Source: an optimization exercise on an open RTL-to-GDS flow (aim: small area). Production flows keep margins and buffers that such runs may drop. Only simulation tests tie the RTL to the original design; equivalence was not proved.

==> flow/design.v <==
`default_nettype none
package silent_array_pkg;
  localparam int num_trans = 32;
  localparam int trans_idx_w = $clog2(num_trans);
  localparam int duty_w = 9;
  localparam int phase_w = 9;
  localparam int step_w = 9;   
endpackage
`default_nettype wire
`default_nettype none
package silent_timing_pkg;
  localparam int pwm_period = 512;
  localparam int half_period = pwm_period / 2;
  localparam int addsub_latency = 2;   
  localparam int calc_w = 11;   
endpackage
`default_nettype wire
`timescale 1ns/1ps
`default_nettype none
module addsub (
  input  logic [8:0] cd,
  input  logic [8:0] cp,
  input  logic [8:0] td,
  input  logic [8:0] tp,
  input  logic [8:0] step,
  output logic [8:0] nd,
  output logic [8:0] np
);
  logic [9:0] dd;
  logic       d_up;
  logic [8:0] d_mag;
  logic [9:0] pd;
  logic [8:0] e;
  logic       p_up;
  logic [8:0] p_mag;
  assign dd    = {1'b0, td} - {1'b0, cd};
  assign d_up  = ~dd[9];
  assign d_mag = d_up ? dd[8:0] : 9'(-dd[8:0]);
  assign nd    = (d_mag > step) ? (d_up ? cd + step : cd - step) : td;
  assign pd    = {1'b0, tp} - {1'b0, cp};
  assign e     = pd[8:0];
  assign p_up  = ~e[8] | (e == 9'd256 && !pd[9]);
  assign p_mag = p_up ? e : 9'(-e);
  assign np    = (p_mag > step) ? (p_up ? cp + step : cp - step) : tp;
endmodule
`default_nettype wire
`timescale 1ns/1ps
`default_nettype none
module target_ram (
  input  logic       CLK,
  input  logic       accept,
  input  logic       wr_en,
  input  logic [4:0] wr_idx,
  input  logic [8:0] wr_duty,
  input  logic [8:0] wr_phase,
  output logic [8:0] tgt_duty,
  output logic [8:0] tgt_phase
);
  logic [17:0] mem  [32];
  logic [17:0] ring [32];
  always_ff @(posedge CLK) begin
    for (int i = 0; i < 32; i++) begin
      if (wr_en && wr_idx == 5'(i)) mem[i] <= (i % 2 == 0) ? ~{wr_duty, wr_phase} : {wr_duty, wr_phase};
      ring[i] <= ~(accept ? mem[i] : ring[(i + 1) % 32]);
    end
  end
  assign tgt_duty  = ~ring[23][17:9];   
  assign tgt_phase = ~ring[23][8:0];
endmodule
`default_nettype wire
`timescale 1ns/1ps
`default_nettype none
module silencer (
  input  logic         CLK,
  input  logic         rst_n,
  input  logic         update,
  input  logic [8:0]   step,
  input  logic [8:0]   tgt_duty,
  input  logic [8:0]   tgt_phase,
  output logic         accept,
  output logic         busy,
  output logic         dout_valid,
  output logic [8:0]   dout_duty,
  output logic [8:0]   dout_phase,
  output logic [287:0] shd_start,
  output logic [287:0] shd_end,
  output logic [31:0]  shd_init,
  output logic [31:0]  shd_zero
);
  logic [5:0]  seq;
  logic [8:0]  step_q;
  logic [31:0] dec, rd_sel;
  logic [8:0]  sp, se;
  logic [8:0]  cd, cp;
  logic [8:0]  nd, np;
  logic [8:0]  new_end;
  logic        new_init;
  assign busy       = |seq;
  assign accept     = rst_n && update && !busy;
  assign dout_valid = seq[5];
  always_ff @(posedge CLK) begin
    if (!rst_n)      seq <= '0;
    else if (accept) seq <= 6'd22;
    else if (busy)   seq <= seq + 1'b1;
    if (accept) step_q <= step;
  end
  always_comb begin
    for (int i = 0; i < 32; i++) begin
      dec[i]    = seq[4:0] == 5'(i);
      rd_sel[i] = dec[(i + 30) % 32] && !shd_zero[i];
    end
  end
  always_comb begin
    sp = '0;
    se = '0;
    for (int i = 0; i < 32; i++) begin
      sp = sp | ({9{rd_sel[i]}} & shd_start[i*9 +: 9]);
      se = se | ({9{rd_sel[i]}} & shd_end[i*9 +: 9]);
    end
  end
  always_ff @(posedge CLK) begin
    cp         <= sp;
    cd         <= 9'(se - sp);
    dout_duty  <= nd;
    dout_phase <= np;
  end
  addsub calc (.cd(cd), .cp(cp), .td(tgt_duty), .tp(tgt_phase), .step(step_q),
    .nd(nd), .np(np));
  assign new_end  = 9'(dout_phase + dout_duty);
  assign new_init = 9'(-dout_phase) < dout_duty;   
  always_ff @(posedge CLK) begin
    for (int i = 0; i < 32; i++) begin
      if (!rst_n) begin
        shd_zero[i] <= 1'b1;
      end else if (dout_valid && dec[i]) begin
        shd_zero[i] <= 1'b0;
      end
      if (dout_valid && dec[i]) begin
        shd_start[i*9 +: 9] <= dout_phase;
        shd_end[i*9 +: 9]   <= new_end;
        shd_init[i]         <= new_init;
      end
    end
  end
endmodule
`default_nettype wire
`timescale 1ns/1ps
`default_nettype none
module pwm_array (
  input  logic         CLK,
  input  logic         rst_n,
  input  logic [287:0] shd_start,
  input  logic [287:0] shd_end,
  input  logic [31:0]  shd_init,
  input  logic [31:0]  shd_zero,
  output logic [31:0]  pwm_out
);
  logic [8:0]  act_start [32];
  logic [8:0]  act_end   [32];
  logic [31:0] act_zero;
  logic [8:0]  cnt, cnt_n;
  logic        cnt_last;
  assign cnt_last = &cnt;
  assign cnt_n    = cnt + 1'b1;
  always_ff @(posedge CLK) begin
    if (!rst_n) cnt <= '0;
    else        cnt <= cnt_n;
    if (!rst_n)        act_zero <= '1;
    else if (cnt_last) act_zero <= shd_zero;
    for (int i = 0; i < 32; i++) begin
      if (cnt_last) begin
        act_start[i] <= shd_start[i*9 +: 9];
        act_end[i]   <= shd_end[i*9 +: 9];
      end
      if (!rst_n)
        pwm_out[i] <= 1'b0;
      else if (cnt_last)
        pwm_out[i] <= shd_init[i] && !shd_zero[i];
      else
        pwm_out[i] <= (pwm_out[i] || (!act_zero[i] && cnt_n == act_start[i]))
                      && cnt_n != act_end[i];
    end
  end
endmodule
`default_nettype wire
`timescale 1ns/1ps
`default_nettype none
module silent_top (
  input  logic        CLK,
  input  logic        rst_n,
  input  logic        update,
  input  logic [8:0]  step,
  input  logic        wr_en,
  input  logic [4:0]  wr_idx,
  input  logic [8:0]  wr_duty,
  input  logic [8:0]  wr_phase,
  output logic        busy,
  output logic        drive_valid,
  output logic [8:0]  drive_duty,
  output logic [8:0]  drive_phase,
  output logic [31:0] pwm_out
);
  logic         accept;
  logic [8:0]   tgt_duty, tgt_phase;
  logic [287:0] shd_start, shd_end;
  logic [31:0]  shd_init;
  logic [31:0]  shd_zero;
  target_ram target_ram_inst (
    .CLK(CLK), .accept(accept),
    .wr_en(wr_en), .wr_idx(wr_idx), .wr_duty(wr_duty), .wr_phase(wr_phase),
    .tgt_duty(tgt_duty), .tgt_phase(tgt_phase)
  );
  silencer silencer_inst (
    .CLK(CLK), .rst_n(rst_n), .update(update), .step(step),
    .tgt_duty(tgt_duty), .tgt_phase(tgt_phase), .accept(accept), .busy(busy),
    .dout_valid(drive_valid), .dout_duty(drive_duty), .dout_phase(drive_phase),
    .shd_start(shd_start), .shd_end(shd_end), .shd_init(shd_init), .shd_zero(shd_zero)
  );
  pwm_array pwm_array_inst (
    .CLK(CLK), .rst_n(rst_n), .shd_start(shd_start), .shd_end(shd_end), .shd_init(shd_init),
    .shd_zero(shd_zero), .pwm_out(pwm_out)
  );
endmodule
`default_nettype wire
clock: 6.0 ns
lec_check: 0
cap_margin: 5
core_margin: 2
core_utilization: 55
cts_cluster_diameter: 80
cts_cluster_size: 20
slew_margin: 5
run.sh (not shown) runs the stock make flow with config.mk's settings and CLKGATE_MAP_FILE= SYNTH_SCRIPT=/design/flow/synth_recipe.tcl, a recipe that flattens the netlist after the stock synthesis.
Rerun with:
--- a/flow/config.mk
+++ b/flow/config.mk
@@ -8 +8 @@
-export CAP_MARGIN = 5
+export CAP_MARGIN = 20
@@ -13 +13 @@
-export SLEW_MARGIN = 5
+export SLEW_MARGIN = 20
Effect: The changed run completed without violations. Routed wire length barely changes. First-iteration DRC count fell by 0.32%. Fmax rose by 0.43%. Final area stays flat. Area after synthesis stays the same.

afterwards: timing with drivers on the ports:
The results above use ideal ports. As a check the final layouts listed here were re-extracted and re-timed, cells and wires unchanged.
Step 1, drivers: a clkbuf_16 drives CLK and a buf_2 each remaining input, both assumed.
Step 2 moves the port delays by t, midway between the first and last clock arrival at a register: inputs arrive t later, outputs are due t later. That takes back most of the time a late clock gives input paths.
Three values: no drivers, after step 1, after step 2; two values: the first two.
run | t, ns | setup WS [ns] | latest minus earliest clock arrival (ns) | worst data-port slew with drivers (ns)
the first run | 0.883 | 1.204 / 1.204 / 1.204 | 0.041 / 0.042 | 0.07
the second run | 0.881 | 1.225 / 1.225 / 1.225 | 0.041 / 0.041 | 0.07
After both steps every run listed still meets setup and hold.
